Context: an optimization exercise on an open-source flow, tuned for small area, a short achievable clock period and few clock cycles. The choices shown serve that exercise and are no tape-out recipe. RTL that was checked went through simulation tests only; none was proved equivalent to the original. Power is estimated from default activity; no workload was simulated.

==> flow/design.v (excerpt) <==
module chip8_cpu (
    input  logic        clk,
    input  logic        reset_i,
    output logic        mem_rd_valid_o,
    output logic [11:0] mem_rd_addr_o,
    input  logic        mem_rd_ready_i,
    input  logic [7:0]  mem_rd_data_i,
    output logic        mem_wr_valid_o,
    output logic [19:0] mem_wr_o,
    input  logic        mem_wr_ready_i
);
clock: 7.0 ns
lec_check: 0
abc_area: 1
cap_margin: 20
core_margin: 2
core_utilization: 40
cts_buf_list: sky130_fd_sc_hd__clkbuf_16
cts_cluster_diameter: 120
cts_cluster_size: 24
place_density: 0.6
setup_slack_margin: 4.2
slew_margin: 20
standard.sh (not shown) runs the stock make flow with config.mk's settings and CLKGATE_MAP_FILE= SYNTH_SCRIPT=/design/flow/synth_recipe.tcl, a recipe that flattens the netlist after the stock synthesis.
==> flow/flow/run.sh <==
#!/bin/bash
# The standard layout, except that the port buffers are plain buffers
# (buf_4) instead of the delay cell buffer_ports picks by default.
set -euo pipefail
bash standard.sh 'BUFFER_PORTS_ARGS=-buffer_cell sky130_fd_sc_hd__buf_4' finish > standard_flow.log 2>&1
==> next run, changes <==
Settings changed: SETUP_SLACK_MARGIN 4.2 to 4.1.
After rerunning: The changed run finished with timing, DRC and antenna clean; critical path depth shrinks by 4; final cell count shrinks by 0.34%; setup slack got worse by 72 ps; design area shrinks by 0.43%; power grows by 0.56%; register-to-register slack barely changes.
No run of this note included a check of the RTL's function; only the layout flow was run.


Another version of the RTL of chip8_cpu (not shown whole).
Size: ~2200 cells after synthesis, roughly 46 I/O pins, roughly 22000 sq um of cells after synthesis.
export LEC_CHECK = 0
export ABC_AREA = 1
export CAP_MARGIN = 20
export CORE_MARGIN = 2
export CORE_UTILIZATION = 40
export CTS_BUF_LIST = sky130_fd_sc_hd__clkbuf_16
export CTS_CLUSTER_DIAMETER = 90
export CTS_CLUSTER_SIZE = 18
export PLACE_DENSITY = 0.6
export SETUP_SLACK_MARGIN = 4.2
export SLEW_MARGIN = 20
create_clock -name core_clock -period 7.0 [get_ports {clk}]
Scripts as last shown in full above: flow/flow/run.sh
The starting point ran to the end with no violations.
Testbench counts at the start, summed over its fixed seeds: cycles 56,578.
Next try:
Settings changed: CTS_CLUSTER_DIAMETER 90 to 120, CTS_CLUSTER_SIZE 18 to 24, SETUP_SLACK_MARGIN 4.2 to 4.3.
Result:
- utilization rose by 0.27 points
- critical path depth went up by 5
- global-route usage decreases by 0.24 points
- worst setup slack improved by 0.15 ns
Next try:
Settings changed: PLACE_DENSITY 0.6 to 0.52.
Hold slack loses 0.0091 ns. Via count barely changes. Sequential power hardly moves. Final cell count is higher by 0.63%. Combinational power is higher by about 9%. Wire length is higher by 7.2%. Sequential share of layout area is lower by 1.0 points. Clock skew is lower by 0.020 ns. Fmax is lower by 4.9%. Register-to-register slack loses 0.14 ns.
Next try:
Settings changed: CTS_CLUSTER_DIAMETER 120 to 130, CTS_CLUSTER_SIZE 24 to 26, PLACE_DENSITY 0.52 to 0.6, SETUP_SLACK_MARGIN 4.3 to 4.25.
Clock skew drops by 0.0053 ns.
Non-clock buffer count went down by 29.
Worst setup slack got worse by 0.0090 ns.
First-iteration DRC count grows by 13%.
Clock power fell by about 8%.
Next try:
Settings changed: CORE_UTILIZATION 40 to 32, CTS_CLUSTER_DIAMETER 130 to 120, CTS_CLUSTER_SIZE 26 to 24, PLACE_DENSITY 0.6 to 0.5, SETUP_SLACK_MARGIN 4.25 to 4.2.
Outcome:
- The new run ran to the end with no violations
- core utilization shrinks by 9.4 points
- register-to-register slack gets better by 0.13 ns
- cell area is about the same
- total power is about the same
- clock power grows by a few percent
- setup slack gains 0.054 ns
Next try:
Settings changed: CAP_MARGIN 20 to 5, CORE_UTILIZATION 32 to 40, PLACE_DENSITY 0.5 to 0.6, SLEW_MARGIN 20 to 5.
Result: Worst hold slack barely changes; maximum frequency shrinks slightly; utilization increases by 8.7 points; setup slack gets worse by 0.055 ns.


chip8_cpu, a different RTL version from the one above (not shown whole).
Size in the first run: about 2300 cells after synthesis, roughly 440 flip-flops, ~22000 µm² of cells after synthesis.
Settings: LEC_CHECK=0, ABC_AREA=1, CAP_MARGIN=20, CORE_MARGIN=2, CORE_UTILIZATION=40, CTS_BUF_LIST=sky130_fd_sc_hd__clkbuf_16, CTS_CLUSTER_DIAMETER=120, CTS_CLUSTER_SIZE=24, PLACE_DENSITY=0.6, SETUP_SLACK_MARGIN=4.2, SLEW_MARGIN=20, TNS_END_PERCENT=20; clock period 7.0 ns.
Scripts as last shown in full above: flow/flow/run.sh
Testbench counts at the start, summed over its fixed seeds: cycles 56,560.
Rerun with:
- TNS_END_PERCENT: 20 -> 0
Outcome:
- setup slack got worse by 0.11 ns
- final area is lower by a few percent
- synthesized cell count does not change
- global-route usage decreases by 0.31 points
- utilization is lower by 1.1 points
- sequential power hardly moves
Rerun with:
- CORE_UTILIZATION: 40 -> 55
- PLACE_DENSITY: 0.6 -> 0.7
- TNS_END_PERCENT: 0 -> unset
=> Via count grows by a few percent. Sequential share of layout area shrinks by 0.54 points. Design area grows slightly. Register-to-register slack improved by 0.28 ns. Global-route usage grows by 8.3 points. Total power grows slightly. Non-clock buffer count grows by 26. Routed wire length hardly moves. Final cell count shrinks by a few percent. Hold slack hardly moves.


RTL: one of the versions met above, not the one the previous note started from.
Size: roughly 46 I/O pins, ~22000 sq um of cells after synthesis.
==> flow/config.mk <==
export PLATFORM = sky130hd
export DESIGN_NAME = chip8_cpu
export DESIGN_NICKNAME = chip8_cpu
export VERILOG_FILES = /design/flow/design.v
export SDC_FILE = /design/flow/constraint.sdc
export NUM_CORES = 4
export LEC_CHECK = 0
export ABC_AREA = 1
export CAP_MARGIN = 20
export CORE_MARGIN = 2
export CORE_UTILIZATION = 40
export CTS_BUF_LIST = sky130_fd_sc_hd__clkbuf_16
export CTS_CLUSTER_DIAMETER = 120
export CTS_CLUSTER_SIZE = 24
export PLACE_DENSITY = 0.55
export SETUP_SLACK_MARGIN = 4.2
export SLEW_MARGIN = 20
==> flow/constraint.sdc <==
create_clock -name core_clock -period 7.0 [get_ports {clk}]
set_input_delay 1.4000 -clock core_clock [delete_from_list [all_inputs] [get_ports {clk}]]
set_output_delay 1.4000 -clock core_clock [all_outputs]
set_load 0.01 [all_outputs]
Scripts as last shown in full above: flow/flow/run.sh
The baseline finished with timing, DRC and antenna clean.
Testbench counts at the start, summed over its fixed seeds: cycles 56,578.
Rerun with:
Settings changed: PLACE_DENSITY 0.55 to 0.6.
The new run ran to the end with no violations.
Sequential share of layout area rises by 0.19 points.
Power falls by about 0.6%.
Flip-flop and latch count does not change.
Non-clock buffer count rises by 6.
Routed wire length falls by 3.0%.
Cell area falls by 0.41%.
Final cell count is about the same.
First-iteration DRC count rises by 4.8%.
Global-route usage falls by 0.99 points.
Die area stays the same.
Utilization falls by 0.19 points.
Rerun with:
Settings changed: CTS_CLUSTER_DIAMETER 120 to 150, CTS_CLUSTER_SIZE 24 to 28.
Core utilization increases by 0.11 points.
Wire length increases by 0.65%.
Non-clock buffer count increases by 9.
Combinational power is about the same.
Power decreases by 1.9%.
Synthesized area does not change.
Rerun with:
Settings changed: CTS_BUF_LIST sky130_fd_sc_hd__clkbuf_16 to sky130_fd_sc_hd__clkbuf_8, CTS_CLUSTER_DIAMETER 150 to not set, CTS_CLUSTER_SIZE 28 to 30.
After rerunning: The changed run ran to the end with no violations. Clock-buffer cell count is higher by 56. Core utilization goes up by 1.4 points. Via count rose slightly. Final area grows by a few percent. Global-route usage grows by 0.46 points.
Rerun with:
Settings changed: CTS_BUF_LIST sky130_fd_sc_hd__clkbuf_8 to sky130_fd_sc_hd__clkbuf_16, CTS_CLUSTER_DIAMETER set to 120, CTS_CLUSTER_SIZE 30 to 24, PLACE_DENSITY 0.6 to 0.52.
What happened: Wire length went up by 4.7%. Power shrinks by 11%. Sequential share of layout area came out higher by 1.1 points. Setup slack improved by 14 ps. Non-clock buffer count goes down by 5. Combinational power rises by about 8%. Core utilization falls by 1.0 points. Clock power is lower by about 35%. Cell area drops by about 2%.
Rerun with:
Settings changed: PLACE_DENSITY 0.52 to 0.45.
Effect:
- The new run produced a clean layout
- worst setup slack got worse by 100 ps
- clock skew goes down by 6.6 ps
- hold slack improved by 13 ps
- synthesized cell count does not change
- clock power stays flat
- cell area goes up by 0.64%
- die area stays the same
- register-to-register slack hardly moves
- routed wire length goes up by 1.7%

-- re-timing with driven ports --
In the flow no input, the clock included, has a driving cell. The finished layouts below were timed again as built, in two steps. Step 1 sets driving cells, clkbuf_16 on the clock port and buf_2 on the other inputs (assumed; they add their load-dependent delay and slew). Step 2 also shifts input and output timing later by t, the mid clock arrival at the registers, as if the neighbouring blocks saw the same clock. Three values: no drivers, after step 1, after step 2; two values: the first two.
run | shift t [ns] | setup slack, ns | cell pins on the clock port's net
the first run of note 1 | 0.615 | 4.177 / 4.177 / 3.578 | 1
the second run of note 1 | 0.635 | 4.105 / 4.134 / 3.499 | 1
the first run of note 2 | 0.644 | 4.147 / 4.152 / 3.535 | 1
the second run of note 2 | 0.624 | 4.294 / 4.279 / 3.703 | 1
the third run of note 2 | 0.625 | 4.155 / 4.155 / 3.713 | 1
the fourth run of note 2 | 0.635 | 4.146 / 4.146 / 3.680 | 1
the fifth run of note 2 | 0.629 | 4.200 / 4.231 / 3.602 | 1
the sixth run of note 2 | 0.629 | 4.144 / 4.178 / 3.548 | 1
the first run of note 3 | 0.631 | 4.085 / 4.085 / 3.573 | 1
the second run of note 3 | 0.637 | 3.979 / 3.979 / 3.625 | 1
the third run of note 3 | 0.622 | 4.228 / 4.261 / 3.641 | 1
the first run of note 4 | 0.633 | 4.225 / 4.246 / 3.613 | 1
the second run of note 4 | 0.629 | 4.216 / 4.216 / 3.650 | 1
the third run of note 4 | 0.623 | 4.222 / 4.257 / 3.633 | 1
the fourth run of note 4 | 0.708 | 4.249 / 4.198 / 3.593 | 1
the fifth run of note 4 | 0.629 | 4.263 / 4.250 / 3.686 | 1
the sixth run of note 4 | 0.631 | 4.158 / 4.193 / 3.562 | 1
After both steps every run listed still meets setup and hold. The setup slack of the fourth run of note 4, which loses most, moves by -0.051 ns with the drivers and by -0.656 ns with both steps.
